This is an optimization exercise on Yosys and OpenROAD, whose aim is a short achievable clock period and few clock cycles, not a production implementation. At most, simulation tests tie the RTL to the original design; equivalence was not proved. Power and IR drop assume default switching activity.

lane 1:
// axi_qspi_controller
module axi_qspi_controller
(
  input  logic       s_axi_aclk,
  input  logic       s_axi_aresetn,
  input  logic       s_axi_awvalid_i,
  input  axi_lite_pkg::addr_t      s_axi_awaddr_i,
  output logic       s_axi_awready_o,
  input  logic       s_axi_wvalid_i,
  input  axi_lite_pkg::data_t      s_axi_wdata_i,
  input  axi_lite_pkg::strb_t      s_axi_wstrb_i,
  output logic       s_axi_wready_o,
  output logic       s_axi_bvalid_o,
  output axi_lite_pkg::resp_t      s_axi_bresp_o,
  input  logic       s_axi_bready_i,
  input  logic       s_axi_arvalid_i,
  input  axi_lite_pkg::addr_t      s_axi_araddr_i,
  output logic       s_axi_arready_o,
  output logic       s_axi_rvalid_o,
  output axi_lite_pkg::data_t      s_axi_rdata_o,
  output axi_lite_pkg::resp_t      s_axi_rresp_o,
  input  logic       s_axi_rready_i,
  output logic       spi_clk_o,
  output logic [1:0] spi_csn_o,
  output logic       spi_sdo_o,
  input  logic       spi_sdi_i
);
Size in the first run: about 2,100 cells after synthesis, ~550 flip-flops, about 150 I/O pins, roughly 25,000 sq um of cells after synthesis.
export LEC_CHECK = 0
export CAP_MARGIN = 20
export CORE_MARGIN = 2
export CORE_UTILIZATION = 40
export SETUP_SLACK_MARGIN = 2.95
export SLEW_MARGIN = 20
create_clock -name core_clock -period 5.0 [get_ports {s_axi_aclk}]
run.sh (not shown) runs the stock make flow with config.mk's settings and CLKGATE_MAP_FILE= SYNTH_SCRIPT=/design/flow/synth_recipe.tcl, a recipe that flattens the netlist after the stock synthesis.
[inputs] lane 2 vs lane 1
==> flow/flow/run.sh (new file) <==
#!/bin/bash
# The standard layout, with plain buffers (not delay cells) on the ports.
set -euo pipefail
export BUFFER_PORTS_ARGS="-buffer_cell sky130_fd_sc_hd__buf_2"
bash standard.sh > standard_flow.log 2>&1
==> flow/standard.sh (new file) <==
#!/bin/bash
# synth_recipe.tcl (not shown) runs the flow's synth.tcl, then flattens the netlist and writes it again
# the make line also repeats each setting of config.mk as NAME=value (left out here)
make -C /OpenROAD-flow-scripts/flow DESIGN_CONFIG=/design/flow/config.mk WORK_HOME=/design/flow/orfs CLKGATE_MAP_FILE= SYNTH_SCRIPT=/design/flow/synth_recipe.tcl "${@:-finish}"
--- a/flow/config.mk
+++ b/flow/config.mk
@@ -11 +11 @@
-export SETUP_SLACK_MARGIN = 2.95
+export SETUP_SLACK_MARGIN = 2.9
removed: flow/run.sh
Findings:
- Between lane 2 and lane 1, the final hold slack is higher for lane 1.
- Between lane 2 and lane 1, the difference in switching power share of the total is negligible.
- Final-layout clock buffer total ends up higher on lane 1.
- Looking at design internal power across lane 2 and lane 1, the one that comes out lower is lane 1.
- Relative to lane 1, non-clock buffer count has gone up in lane 2.
- The power dissipated by switching net loads in lane 2 sits 0.000030 W above the value recorded for lane 1.
- Fraction of power consumed by the clock network ended up 0.7 points higher on lane 2 than on lane 1.
- As far as count of multi-input combinational gates is concerned, lane 1 and lane 2 perform about the same.
- Time the final worst path needs with I/O delays and setup for lane 2: 12 ps up relative to lane 1
- Diff lane 2 and lane 1: combinational group share of total power lower in lane 2
- In lane 2, the wire length came out 1.2% above the value in lane 1.
No run of this note included a check of the RTL's function; only the layout flow was run.


## the previous run
Another version of the RTL of axi_qspi_controller (not shown whole).
Size: roughly 2100 cells after synthesis, roughly 550 flip-flops, about 150 I/O pins, about 25000 µm² of cells after synthesis.
clock: 5.0 ns
lec_check: 0
cap_margin: 20
core_margin: 2
core_utilization: 40
cts_cluster_diameter: 80
cts_cluster_size: 30
setup_slack_margin: 2.9
slew_margin: 20
Stock flow here: none of the scripts above is used.
The final layout from the previous run, which completed every stage, passed the timing, DRC and antenna checks at the end of the flow.
Testbench counts of the previous run, summed over its fixed seeds: cycles 141,600.
The inputs of the current run differ from those of the previous run as listed below.
- CTS_CLUSTER_SIZE no longer set, was 30
- CTS_CLUSTER_DIAMETER no longer set, was 80
## What came out
- From the previous run to the current run the numbers moved as follows: cell count after synthesis shows no meaningful change; net switching share of the total power shows a reduction of 2.3 points; worst setup margin shows an increase of 26 ps; power shows an increase of 1.4 mW; fraction of area in clock buffers and inverters shows an increase of 2.6 points.
- The run with more routed wire is the current run, not the previous run.


== red ==
Another version of the RTL of axi_qspi_controller (not shown whole).
Size: roughly 2000 cells after synthesis, about 150 I/O pins, ~25000 µm² of cells after synthesis.
clock: 5.0 ns
lec_check: 0
cap_margin: 20
core_margin: 2
core_utilization: 40
cts_cluster_diameter: 50
cts_cluster_size: 20
setup_slack_margin: 3.0
slew_margin: 20
standard.sh (not shown) runs the stock make flow with config.mk's settings and CLKGATE_MAP_FILE= SYNTH_SCRIPT=/design/flow/synth_recipe.tcl, a recipe that flattens the netlist after the stock synthesis.
==> flow/flow/run.sh <==
#!/bin/bash
# The standard layout, with plain buffers (not delay cells) on the ports.
set -euo pipefail
export BUFFER_PORTS_ARGS="-buffer_cell sky130_fd_sc_hd__buf_2"
bash standard.sh > standard_flow.log 2>&1
red was carried through to the last stage, and its layout satisfied the timing, DRC and antenna checks.
Testbench counts of red, summed over its fixed seeds: cycles 141,600.
Setup changes, red to blue
Settings: CTS_CLUSTER_SIZE: 20 -> 24; CORE_UTILIZATION: 40 -> 70; CTS_CLUSTER_DIAMETER: 50 -> 60.
blue and red all finish clean. Re estimated wirelength of the detail-placed design: red was higher than blue. Power was lower in blue than in red. Die: blue smaller than red. In blue, the area of all placed cells without fillers came out 4.7% below the value in red. Against red, blue reports a post-route clock period utilization that is lower. Re global routing met3 resource utilization: blue is 4.4 points up on red. blue vs red on clock-pin transition on the worst setup and hold timing paths: blue is the higher one. Compared to red, blue shows a wider setup margin.


== P ==
Starting RTL as in the previous note.
// axi_qspi_controller
module axi_qspi_controller
(
  input  logic       s_axi_aclk,
  input  logic       s_axi_aresetn,
  input  logic       s_axi_awvalid_i,
  input  axi_lite_pkg::addr_t      s_axi_awaddr_i,
  output logic       s_axi_awready_o,
  input  logic       s_axi_wvalid_i,
  input  axi_lite_pkg::data_t      s_axi_wdata_i,
  input  axi_lite_pkg::strb_t      s_axi_wstrb_i,
  output logic       s_axi_wready_o,
  output logic       s_axi_bvalid_o,
  output axi_lite_pkg::resp_t      s_axi_bresp_o,
  input  logic       s_axi_bready_i,
  input  logic       s_axi_arvalid_i,
  input  axi_lite_pkg::addr_t      s_axi_araddr_i,
  output logic       s_axi_arready_o,
  output logic       s_axi_rvalid_o,
  output axi_lite_pkg::data_t      s_axi_rdata_o,
  output axi_lite_pkg::resp_t      s_axi_rresp_o,
  input  logic       s_axi_rready_i,
  output logic       spi_clk_o,
  output logic [1:0] spi_csn_o,
  output logic       spi_sdo_o,
  input  logic       spi_sdi_i
);
==> flow/config.mk <==
export PLATFORM = sky130hd
export DESIGN_NAME = axi_qspi_controller
export DESIGN_NICKNAME = axi_qspi_controller
export VERILOG_FILES = /design/flow/design.v
export SDC_FILE = /design/flow/constraint.sdc
export NUM_CORES = 4
export LEC_CHECK = 0
export CAP_MARGIN = 20
export CORE_MARGIN = 2
export CORE_UTILIZATION = 40
export CTS_CLUSTER_DIAMETER = 60
export CTS_CLUSTER_SIZE = 24
export SETUP_SLACK_MARGIN = 3.0
export SLEW_MARGIN = 20
==> flow/constraint.sdc <==
create_clock -name core_clock -period 5.0 [get_ports {s_axi_aclk}]
set_input_delay 1.0000 -clock core_clock [delete_from_list [all_inputs] [get_ports {s_axi_aclk}]]
set_output_delay 1.0000 -clock core_clock [all_outputs]
set_load 0.01 [all_outputs]
Scripts as last shown in full above: flow/flow/run.sh
Testbench counts of P, summed over its fixed seeds: cycles 141,600.
> inputs changed (P -> Q)
Settings: CORE_UTILIZATION changed from 40 to 60.
### Flow results
Sequential cell area in the final layout essentially unchanged between P and Q.
Flip-flop and latch count: P vs Q identical
Min die area across P and Q: Q
For the power in sequential cells, Q came in about 0.6% higher than P did.
### Q -> R
Settings: a change of CORE_UTILIZATION from 60 to 40.
==> flow/run.sh (new file) <==
#!/bin/bash
# synth_recipe.tcl (not shown) runs the flow's synth.tcl, then flattens the netlist and writes it again
# the make line also repeats each setting of config.mk as NAME=value (left out here)
make -C /OpenROAD-flow-scripts/flow DESIGN_CONFIG=/design/flow/config.mk WORK_HOME=/design/flow/orfs CLKGATE_MAP_FILE= SYNTH_SCRIPT=/design/flow/synth_recipe.tcl finish
removed: flow/flow/run.sh
removed: flow/standard.sh
## What came out
Diff Q -> R: final clock period utilization by the worst path has increased; total placed cells including tap cells went up 12%; area added between synthesis and finish now larger; final area picked up an extra about 4.6%.
Relative to Q, the setup slack of R is lower by 0.031 ns.
Comparing horizontal die dimension for R and Q, the smaller number came from Q.


== north ==
axi_qspi_controller, a different RTL version from the one above (not shown whole).
Size: ~550 flip-flops, about 150 I/O pins, about 25000 sq um of cells after synthesis.
clock: 5.0 ns
lec_check: 0
cap_margin: 20
core_margin: 2
core_utilization: 40
cts_cluster_diameter: 60
cts_cluster_size: 24
setup_slack_margin: 3.0
slew_margin: 20
run.sh (not shown) runs the stock make flow with config.mk's settings and CLKGATE_MAP_FILE= SYNTH_SCRIPT=/design/flow/synth_recipe.tcl, a recipe that flattens the netlist after the stock synthesis.
Stock flow here: none of the scripts above is used.
Testbench counts of north, summed over its fixed seeds: cycles 141,600.
## Diff of input files: south against north
- swapping 3.0 for 2.95 in SETUP_SLACK_MARGIN
Clock network fraction of design power: south < north. Flip-flop and latch share of the layout cell area was higher in south than in north. Looking only at via count, and setting everything else aside, the lower value of north and south goes to north. Diff south..north | post-synthesis share of cell area spent on xor and xnor gates | unchanged.

separate check: timing with driven ports:
How much do the figures lean on ideal ports? The routed layouts below were timed once more, with nothing changed but the port constraints.
Step 1 (the two cells are an assumption about what drives the block):
set clk [get_ports {s_axi_aclk}]
set_driving_cell -lib_cell sky130_fd_sc_hd__clkbuf_16 $clk
set_driving_cell -lib_cell sky130_fd_sc_hd__buf_2 [delete_from_list [all_inputs] $clk]
Step 2 times the ports against the registers' clock, not the clock port: input delays grow and output delays shrink by t, the midpoint of the rising clock arrivals with the driver on.
Three values: no drivers, after step 1, after step 2; two values: the first two.
run | t (ns) | setup slack, ns | worst setup path after step 2 | clock arrival spread, ns | pins driven straight from the clock port
lane 1 | 0.677 | 2.777 / 2.717 / 2.345 | input to register | 0.037 / 0.037 | 1
lane 2 | 0.680 | 2.765 / 2.705 / 2.324 | input to register | 0.023 / 0.023 | 1
the previous run | 0.695 | 2.708 / 2.646 / 2.257 | input to register | 0.025 / 0.025 | 1
the current run | 0.682 | 2.734 / 2.672 / 2.237 | input to register | 0.013 / 0.012 | 1
red | 0.676 | 2.842 / 2.781 / 2.512 | input to register | 0.020 / 0.020 | 1
blue | 0.633 | 2.854 / 2.798 / 2.607 | input to register | 0.031 / 0.031 | 1
P | 0.647 | 2.882 / 2.820 / 2.494 | input to register | 0.025 / 0.025 | 1
Q | 0.642 | 2.878 / 2.821 / 2.425 | input to register | 0.030 / 0.030 | 1
R | 0.653 | 2.847 / 2.785 / 2.421 | input to register | 0.029 / 0.030 | 1
north | 0.665 | 2.847 / 2.786 / 2.438 | input to register | 0.034 / 0.033 | 1
south | 0.640 | 2.844 / 2.786 / 2.369 | input to register | 0.026 / 0.026 | 1
After both steps every run listed still meets setup and hold. The setup slack of the current run, which loses most, moves by -0.062 ns with the drivers and by -0.497 ns with both steps.
